Background: an optimization exercise with open tools, aiming at small area, a short achievable clock period and few clock cycles per item. Do not read the settings as production practice. Only simulation tests tie the RTL to the original design; equivalence was not proved.

File: flow/design.v
`default_nettype none
module ascon_perm_engine #(
    parameter int UNROLL  = 1,
    parameter int SLICE_W = 64
) (
    input  logic         clk,
    input  logic         rst,
    input  logic         in_valid_i,
    output logic         in_ready_o,
    input  logic [3:0]   rounds_i,
    input  logic [319:0] state_i,
    output logic         out_valid_o,
    input  logic         out_ready_i,
    output logic [319:0] state_o,
    output logic         busy_o
);
    localparam int W = 64;
    logic [319:0] st_q;        
    logic [3:0]   r_q;         
    logic         busy_q;      
    logic         valid_q;     
    logic         run_q;       
    logic         ld_q;        
    function automatic logic [W-1:0] ror(input logic [W-1:0] x, input int n);
        ror = (x >> n) | (x << (W - n));
    endfunction
    function automatic logic [319:0] half_a(input logic [319:0] s, input logic [7:0] c);
        logic [W-1:0] x0, x1, x2, x3, x4;
        logic [W-1:0] t0, t1, t2, t3, t4;
        x0 = s[4*W +: W];
        x1 = s[3*W +: W];
        x2 = s[2*W +: W];
        x3 = s[1*W +: W];
        x4 = s[0*W +: W];
        x2 = x2 ^ {{(W-8){1'b0}}, c};
        x0 = x0 ^ x4;
        x4 = x4 ^ x3;
        x2 = x2 ^ x1;
        t0 = ~x0 & x1;
        t1 = ~x1 & x2;
        t2 = ~x2 & x3;
        t3 = ~x3 & x4;
        t4 = ~x4 & x0;
        x0 = x0 ^ t1;
        x1 = x1 ^ t2;
        x2 = x2 ^ t3;
        x3 = x3 ^ t4;
        x4 = x4 ^ t0;
        x1 = x1 ^ x0;
        x0 = x0 ^ x4;
        x3 = x3 ^ x2;
        x2 = ~x2;
        half_a = {x0, x1, x2, x3, x4};
    endfunction
    function automatic logic [319:0] lin(input logic [319:0] s);
        logic [W-1:0] x0, x1, x2, x3, x4;
        x0 = s[4*W +: W];
        x1 = s[3*W +: W];
        x2 = s[2*W +: W];
        x3 = s[1*W +: W];
        x4 = s[0*W +: W];
        x0 = x0 ^ ror(x0, 19) ^ ror(x0, 28);
        x1 = x1 ^ ror(x1, 61) ^ ror(x1, 39);
        x2 = x2 ^ ror(x2, 1)  ^ ror(x2, 6);
        x3 = x3 ^ ror(x3, 10) ^ ror(x3, 17);
        x4 = x4 ^ ror(x4, 7)  ^ ror(x4, 41);
        lin = {x0, x1, x2, x3, x4};
    endfunction
    logic [319:0] l_q;         
    logic         dlv;         
    logic         acc;         
    logic [3:0]   r0;          
    logic [3:0]   r_d;
    logic [319:0] a_in;
    always_comb begin
        l_q  = lin(st_q);
        dlv  = valid_q & out_ready_i;
        in_ready_o = ~busy_q | dlv;
        acc  = in_valid_i & in_ready_o;
        r0   = ((rounds_i == 4'd0) || (rounds_i > 4'd12)) ? 4'd0 : 4'd12 - rounds_i;
        r_d  = run_q ? r_q + 4'd1 : r0;
        a_in[319:160] = run_q ? l_q[319:160] : state_i[319:160];
        a_in[159:0]   = ld_q  ? state_i[159:0] : l_q[159:0];
    end
    always_ff @(posedge clk) begin
        if (rst) begin
            busy_q  <= 1'b0;
            valid_q <= 1'b0;
            run_q   <= 1'b0;
            ld_q    <= 1'b1;
        end else if (acc) begin
            busy_q  <= 1'b1;
            valid_q <= (r0 == 4'd11);
            run_q   <= (r0 != 4'd11);
            ld_q    <= (r0 == 4'd11);
        end else if (dlv) begin
            busy_q  <= 1'b0;
            valid_q <= 1'b0;
        end else if (run_q) begin
            valid_q <= (r_q == 4'd10);
            run_q   <= (r_q != 4'd10);
            ld_q    <= (r_q == 4'd10);
        end
    end
    always_ff @(posedge clk) begin
        if (~valid_q | out_ready_i) begin
            st_q <= half_a(a_in, {~r_d, r_d});
            r_q  <= r_d;
        end
    end
    assign out_valid_o = valid_q;
    assign busy_o      = busy_q;
    assign state_o     = l_q;
endmodule
`default_nettype wire
File: flow/flow/run.sh
#!/bin/bash
# Own layout flow: the standard flow (standard synthesis script, floorplan,
# power grid, placement, CTS, routing) with three changes to how it is made:
#  - the 3-input XOR/XNOR cells are added to the platform's don't-use list, so
#    synthesis maps the linear layer to 2-input XORs, which take less area;
#  - ports are buffered with buf_1 instead of the default buffer choice;
#  - timing repair only resizes and swaps pins (no buffer trees or cloning).
# ORFS writes every tool's full log under orfs/logs/; make's own output goes
# to flow_make.log here.
set -euo pipefail
PLATFORM_DONT_USE="sky130_fd_sc_hd__probe_p_8 sky130_fd_sc_hd__probec_p_8 sky130_fd_sc_hd__lpflow_bleeder_1 sky130_fd_sc_hd__lpflow_clkbufkapwr_1 sky130_fd_sc_hd__lpflow_clkbufkapwr_16 sky130_fd_sc_hd__lpflow_clkbufkapwr_2 sky130_fd_sc_hd__lpflow_clkbufkapwr_4 sky130_fd_sc_hd__lpflow_clkbufkapwr_8 sky130_fd_sc_hd__lpflow_clkinvkapwr_1 sky130_fd_sc_hd__lpflow_clkinvkapwr_16 sky130_fd_sc_hd__lpflow_clkinvkapwr_2 sky130_fd_sc_hd__lpflow_clkinvkapwr_4 sky130_fd_sc_hd__lpflow_clkinvkapwr_8 sky130_fd_sc_hd__lpflow_decapkapwr_12 sky130_fd_sc_hd__lpflow_decapkapwr_3 sky130_fd_sc_hd__lpflow_decapkapwr_4 sky130_fd_sc_hd__lpflow_decapkapwr_6 sky130_fd_sc_hd__lpflow_decapkapwr_8 sky130_fd_sc_hd__lpflow_inputiso0n_1 sky130_fd_sc_hd__lpflow_inputiso0p_1 sky130_fd_sc_hd__lpflow_inputiso1n_1 sky130_fd_sc_hd__lpflow_inputiso1p_1 sky130_fd_sc_hd__lpflow_inputisolatch_1 sky130_fd_sc_hd__lpflow_isobufsrc_1 sky130_fd_sc_hd__lpflow_isobufsrc_16 sky130_fd_sc_hd__lpflow_isobufsrc_2 sky130_fd_sc_hd__lpflow_isobufsrc_4 sky130_fd_sc_hd__lpflow_isobufsrc_8 sky130_fd_sc_hd__lpflow_isobufsrckapwr_16 sky130_fd_sc_hd__lpflow_lsbuf_lh_hl_isowell_tap_1 sky130_fd_sc_hd__lpflow_lsbuf_lh_hl_isowell_tap_2 sky130_fd_sc_hd__lpflow_lsbuf_lh_hl_isowell_tap_4 sky130_fd_sc_hd__lpflow_lsbuf_lh_isowell_4 sky130_fd_sc_hd__lpflow_lsbuf_lh_isowell_tap_1 sky130_fd_sc_hd__lpflow_lsbuf_lh_isowell_tap_2 sky130_fd_sc_hd__lpflow_lsbuf_lh_isowell_tap_4"
XOR3="sky130_fd_sc_hd__xor3_1 sky130_fd_sc_hd__xor3_2 sky130_fd_sc_hd__xor3_4 sky130_fd_sc_hd__xnor3_1 sky130_fd_sc_hd__xnor3_2 sky130_fd_sc_hd__xnor3_4"
export BUFFER_PORTS_ARGS="-buffer_cell sky130_fd_sc_hd__buf_1"
export SETUP_MOVE_SEQUENCE="sizeup,swap"
export SKIP_GATE_CLONING=1
bash standard.sh "DONT_USE_CELLS=$PLATFORM_DONT_USE $XOR3" finish > flow_make.log 2>&1
File: flow/standard.sh
#!/bin/bash
# synth_recipe.tcl (not shown) runs the flow's synth.tcl, then flattens the netlist and writes it again
# the make line also repeats each setting of config.mk as NAME=value (left out here)
make -C /OpenROAD-flow-scripts/flow DESIGN_CONFIG=/design/flow/config.mk WORK_HOME=/design/flow/orfs CLKGATE_MAP_FILE= SYNTH_SCRIPT=/design/flow/synth_recipe.tcl "${@:-finish}"
File: flow/config.mk
export PLATFORM = sky130hd
export DESIGN_NAME = ascon_perm_engine
export DESIGN_NICKNAME = ascon_perm_engine
export VERILOG_FILES = /design/flow/design.v
export SDC_FILE = /design/flow/constraint.sdc
export NUM_CORES = 4
export LEC_CHECK = 0
export CAP_MARGIN = 20
export CORE_MARGIN = 2
export CORE_UTILIZATION = 40
export SETUP_SLACK_MARGIN = 1.8
export SLEW_MARGIN = 20
File: flow/constraint.sdc
create_clock -name core_clock -period 5.0 [get_ports {clk}]
set_input_delay 1.0000 -clock core_clock [delete_from_list [all_inputs] [get_ports {clk}]]
set_output_delay 1.0000 -clock core_clock [all_outputs]
set_load 0.01 [all_outputs]
==> qor.yml, run 1 <==
status: "timing/DRC/antenna clean"
cap_viol_max_count: 0
cts_max_path_buffers: 3
syn-instance-count: 2279
crit_family: "XOR/XNOR gates"
fmax_mhz: 305
rows: 95
cts_tree: "done"
cp-end-kind: "output port"
post-route-drc-count: 0
cts_hold_buf: 0
drt_iter0_drc: 2130
antenna_found_initial: 3
hold_class: "register to register"
rsz0062_at_grt: "no"
final-hold-violation-count: 0
rrSetupSlack_ps: 1980
async_flop_share_pct: 0
grt_pass1_wl_mm: 172
htreeDepth: 2
cts-root-buf: "clkbuf_16"
cp_num_cells: 3
clock_skew_ps: 14.7
die_w_um: 266
via_count: 21300
arrival_ps: 2280
min_from: "busy_q"
syn_area_per_cell_um2: 12.0
grt_max_degree: 80
clock-sinks: 328
final_nets: 3411
worstMarginPinSlew_ps: 1040
die_h_um: 266
finalNonFillerCells: 3857
r2r_end: "st_q[111]"
synth-seq-cells: 328
grt_overflow: 0
netlist.area_leader.share_pct: 35.5
setup-violations-final: 0
numCtsBuffers: 42
min_period_over_period_pct: 65.5
startpoint_type: "register"
crit_type: "register to output port"
dp_cells: 3781
mostFrequentLayoutCell: "xnor2_1"
io_buffers: 650
core_mm2: 0.0675
hpwl_mm: 112
crit_chain: "xnor2_1, xnor2_1, buf_1"
antenna_left: 0
cts_setup_buffers: 0
seq_area_frac_synth_pct: 35.8
grt_pass1_vias: 21100
cpPeakStageDelay_ps: 620
io_pins: 651
place.gp.congestion: 0.996
yosysUniqueCellTypes: 33
synth-edff-count: 324
dpl_cell_area_mm2: 0.0310
clk_latency_ps: 580
slowest_stage: "edfxtp_1"
relSlewSlack_pct: 29.0
crit_top_cell: "xnor2_1"
syn_area_mm2: 0.0274
grtUsageTotal_pct: 35.9
drive_gt1_share_pct: 7.84
critPathRequiredTime_ps: 4000
cp_max_fo: 3
hold_slack_ps: 548
critPathBufInv: 1
grtUsageMet1_pct: 47.0
grt_most_used_layer: "met2"
area_delta_synth_final_pct: 18.9
yosysTopAreaCell: "edfxtp_1"
slew_viol_final: 0
setup.worst_path.start: "st_q[197]"
dieArea_mm2: 0.0706
final_cell_mix: "xnor2_1 (813), buf_1 (649), xor2_1 (325)"
wl_per_cell_um: 33.8
synth_area_leaders: "edfxtp_1 (36%), xnor2_1 (27%), xor2_1 (10%)"
ys.flop_type: "edfxtp_1"
use_met2_pct: 59.2
setup_tns_ps: 0
critPathCapture: "state_o[197]"
clkTransAtPathRegs_ps: 60
wirelength_mm: 130
yosys_warnings: 1
worstRegToRegCells: 5
use_met3_pct: 5.30
avgViaCountPerCell: 5.52
initial_core_util_pct: 40.6
r2r-start: "run_q"
first_pass_iters: 5
design_area_mm2: 0.0326
min_period_ps: 3280
post_cts_resized: 17
synth_fp_nets: 2738
==> state kept, by name, indices dropped and copies added (netlist names) <==
register / cells
run_q: 1
busy_q: 1
ld_q: 1
valid_q: 1
r_q: 4
st_q: 320
==> through the flow <==
step	setup slack, ps	utilization (%)
floorplan	1220	-
global placement	1400	45.9
detailed placement	1400	45.9
CTS	1780	48.1
global route	1800	48.3
finish	1720	48.3
==> logic make-up (layout without fill, tap and decap cells) <==
group / after synthesis / after routing / synth area share, %
buffers and inverters: 44 / 748 / 0.845
AND/OR/NAND/NOR: 151 / 151 / 2.86
adder cells (fa/ha/maj): 195 / 195 / 8.32
AO/OA/AOI/OAI: 12 / 12 / 0.365
multiplexers: 386 / 386 / 14.7
flip-flops: 328 / 328 / 35.8
other: 0 / 1 / 0
XOR/XNOR: 1163 / 1163 / 37.2
==> worst min-delay path by stage <==
stage                     endpoint  slack [ps]  cells after the start
final                       busy_q         550                      2
after global routing        busy_q         580                      2
after CTS                   busy_q         550                      2
after detailed placement    busy_q         540                      2
after global placement      busy_q         530                      2
after floorplan             busy_q         610                      2
==> cell type report <==
| type | instances | area [um^2] |
|---|---|---|
| fill | 6380 | 34900 |
| multi-input combinational | 1907 | 17600 |
| sequential | 328 | 9820 |
| timing repair buffer | 665 | 2650 |
| clock buffer | 51 | 1150 |
| tap | 873 | 1090 |
| clock inverter | 24 | 264 |
| inverter | 8 | 30.0 |
| antenna | 1 | 2.50 |
==> cells in the mapped netlist, types with 4 or more instances <==
library cell	count
xnor2_1	838
mux2i_1	265
dfxtp_1	4
nor2_1	5
nor3_1	4
xor2_1	325
ha_1	131
inv_1	8
nor2b_1	64
edfxtp_1	324
buf_4	9
mux2_2	121
maj3_1	64
buf_2	26
nand2_1	68
==> worst register-to-register path: cells and delay by family, from the launching register on <==
family / cells / cell delay (ps)
buffers and inverters: 1 / 440
adder cells (fa/ha/maj): 1 / 340
flip-flops: 1 / 830
XOR/XNOR: 2 / 500
multiplexers: 1 / 650
==> metal layers <==
metal  up-vias  share of wire, %
met3       185               7.8
met2      1113                47
met5         -             0.010
met4         2               4.8
li1       9171                 -
met1     10800                41
Testbench counts, summed over its fixed seeds: cycles 11,884, items 1,280.
==> inputs of run 2 (changes only) <==
--- a/flow/config.mk
+++ b/flow/config.mk
@@ -8,5 +8,5 @@
 export CAP_MARGIN = 20
 export CORE_MARGIN = 2
 export CORE_UTILIZATION = 40
-export SETUP_SLACK_MARGIN = 1.8
+export SETUP_SLACK_MARGIN = 2.0
 export SLEW_MARGIN = 20
==> qor.yml, run 2 <==
cts_setup_buffers: 0
rows: 95
clkTransAtPathRegs_ps: 60
clock-sinks: 328
htreeDepth: 2
core_mm2: 0.0675
avgViaCountPerCell: 5.54
cts_tree: "done"
via_count: 21400
slew_viol_final: 0
wl_per_cell_um: 33.9
drive_gt1_share_pct: 13.3
mostFrequentLayoutCell: "xnor2_1"
cp-end-kind: "output port"
syn-instance-count: 2279
arrival_ps: 2170
rsz0062_at_grt: "yes"
final-hold-violation-count: 0
antenna_left: 0
cap_viol_max_count: 0
area_delta_synth_final_pct: 23.5
min_period_ps: 3170
grt_pass1_wl_mm: 173
grt_max_degree: 80
synth_area_leaders: "edfxtp_1 (36%), xnor2_1 (27%), xor2_1 (10%)"
first_pass_iters: 5
fmax_mhz: 316
place.gp.congestion: 0.996
finalNonFillerCells: 3859
grt_overflow: 0
grtUsageTotal_pct: 36.0
largest_reg_flops: 320
ys.flop_type: "edfxtp_1"
relSlewSlack_pct: 29.4
synth_fp_nets: 2738
initial_core_util_pct: 40.6
setup_tns_ps: 0
syn_area_mm2: 0.0274
io_pins: 651
startpoint_type: "register"
yosys-top-cells-count: "xnor2_1 (838), xor2_1 (325), edfxtp_1 (324), mux2i_1 (265), ha_1 (131)"
seq_area_frac_synth_pct: 35.8
yosysTopAreaCell: "edfxtp_1"
dp_cells: 3781
synth-seq-cells: 328
synth-edff-count: 324
synthMostInstantiatedCell: "xnor2_1"
die_w_um: 266
numCtsBuffers: 42
cp_max_fo: 3
final_nets: 3411
min_period_over_period_pct: 63.3
hpwl_mm: 112
syn_area_per_cell_um2: 12.0
drt_iter0_drc: 2126
regMostFlops: "st_q"
clk_latency_ps: 580
cts-root-buf: "clkbuf_16"
netlist.area_leader.share_pct: 35.5
critPathRequiredTime_ps: 4000
hold_class: "register to register"
final_cell_mix: "xnor2_1 (680), buf_1 (629), xor2_1 (324), edfxtp_1 (324), mux2i_1 (258)"
dieArea_mm2: 0.0706
cts_max_path_buffers: 3
clock_skew_ps: 20.3
top_regs: "st_q x320, r_q x4"
post-route-drc-count: 0
async_flop_share_pct: 0
yosysUniqueCellTypes: 33
crit_type: "register to output port"
worstMarginPinSlew_ps: 1030
setup-violations-final: 0
status: "timing/DRC/antenna clean"
die_h_um: 266
cts_hold_buf: 0
grt_pass1_vias: 21200
yosys_warnings: 1
antenna_found_initial: 2
wirelength_mm: 131
io_buffers: 650
==> run 2: cell count changes in the layout (fill, tap and decap cells not counted), moves of 4 or more <==
| cell | before | now |
|---|---|---|
| xnor2_1 | 813 | 680 |
| xnor2_2 | 24 | 144 |
| buf_1 | 649 | 629 |
| buf_2 | 0 | 15 |
| xnor2_4 | 1 | 14 |
| mux2i_1 | 264 | 258 |
| mux2i_2 | 1 | 6 |
| buf_6 | 0 | 4 |
==> run 2: cell families (layout without fill, tap and decap cells) <==
family	Yosys count	in the layout	synth area share, %
AOI/OAI and AO/OA	12	12	0.365
xor gates and xnor gates	1163	1163	37.2
adders and majority gates	195	195	8.32
buffers and inverters	44	748	0.845
DFF	328	328	35.8
muxes	386	386	14.7
other	0	3	0
and+or+nand+nor	151	151	2.86
==> run 2: worst max-delay path, stage by stage (launching register included) <==
cell and delay, ps:
edfxtp_1 650, xnor2_2 270, xnor2_2 430, buf_2 220
==> run 2: path summary, 6_finish.rpt <==
path              depth (start not counted)  slack [ps]     start           to
setup / recovery                          3        1830  st_q[22]  state_o[22]
hold reg to reg                           2         550    busy_q       busy_q
setup reg to reg                          5        2030     run_q    st_q[113]
hold / removal                            2         550    busy_q       busy_q
==> run 2: layout make-up <==
class,instances,area [um^2]
Fill cell,6278,33700
Sequential cell,328,9820
Tap cell,873,1090
Clock inverter,24,264
Timing Repair Buffer,665,2710
Inverter,8,30.0
Multi-Input combinational cell,1907,18800
Clock buffer,51,1150
Antenna cell,3,7.51
==> run 2: metal layers <==
metal / vias to the layer above / track usage (%) / routed length, um
li1: 9198 / - / -
met1: 10800 / 46.7 / 52300
met2: 1154 / 59.5 / 61700
met3: 181 / 6.25 / 10700
met4: 2 / 14.8 / 5990
met5: - / 0 / 12
==> run 2: timing repair <==
item                                    4_1_cts  5_1_grt
gates resized for setup                     144       77
endpoints found under the hold margin         0        0
pin swaps                                    16       21
endpoints found under the setup margin      102      101
==> run 2: stage by stage <==
stage               hold slack, ps  utilization [%]  setup slack [ps]  instance area (um^2)
finish                         546             50.1              1830                 33800
floorplan                      606                -              1220                 27400
global route                   580             50.1              1890                 33800
detailed placement             544             45.9              1400                 31000
global placement               529             45.9              1400                 31000
CTS                            552             49.4              1800                 33400

-- re-timing with driven ports --
No port has a modelled driver above. Below, the same layouts with a new extraction and two added sets of constraints.
Step 1 assumes that a clkbuf_16 drives the clock port and a buf_2 every other input.
Step 2 times the ports against the registers' clock, not the clock port: input delays grow and output delays shrink by t, the midpoint of the rising clock arrivals with the driver on.
a / b / c = no drivers / after step 1 / after step 2; a / b = the first two.
run | t (ns) | setup WS [ns] | clock arrival spread, ns | slew at the worst register clock pin (ns)
run 1 | 0.639 | 1.724 / 1.657 / 1.333 | 0.015 / 0.016 | 0.06 / 0.06
run 2 | 0.641 | 1.835 / 1.767 / 1.494 | 0.022 / 0.021 | 0.06 / 0.06
After both steps every run listed still meets setup and hold. For run 1, which loses most, drivers alone change the setup slack by -0.067 ns; drivers and shift together by -0.391 ns.
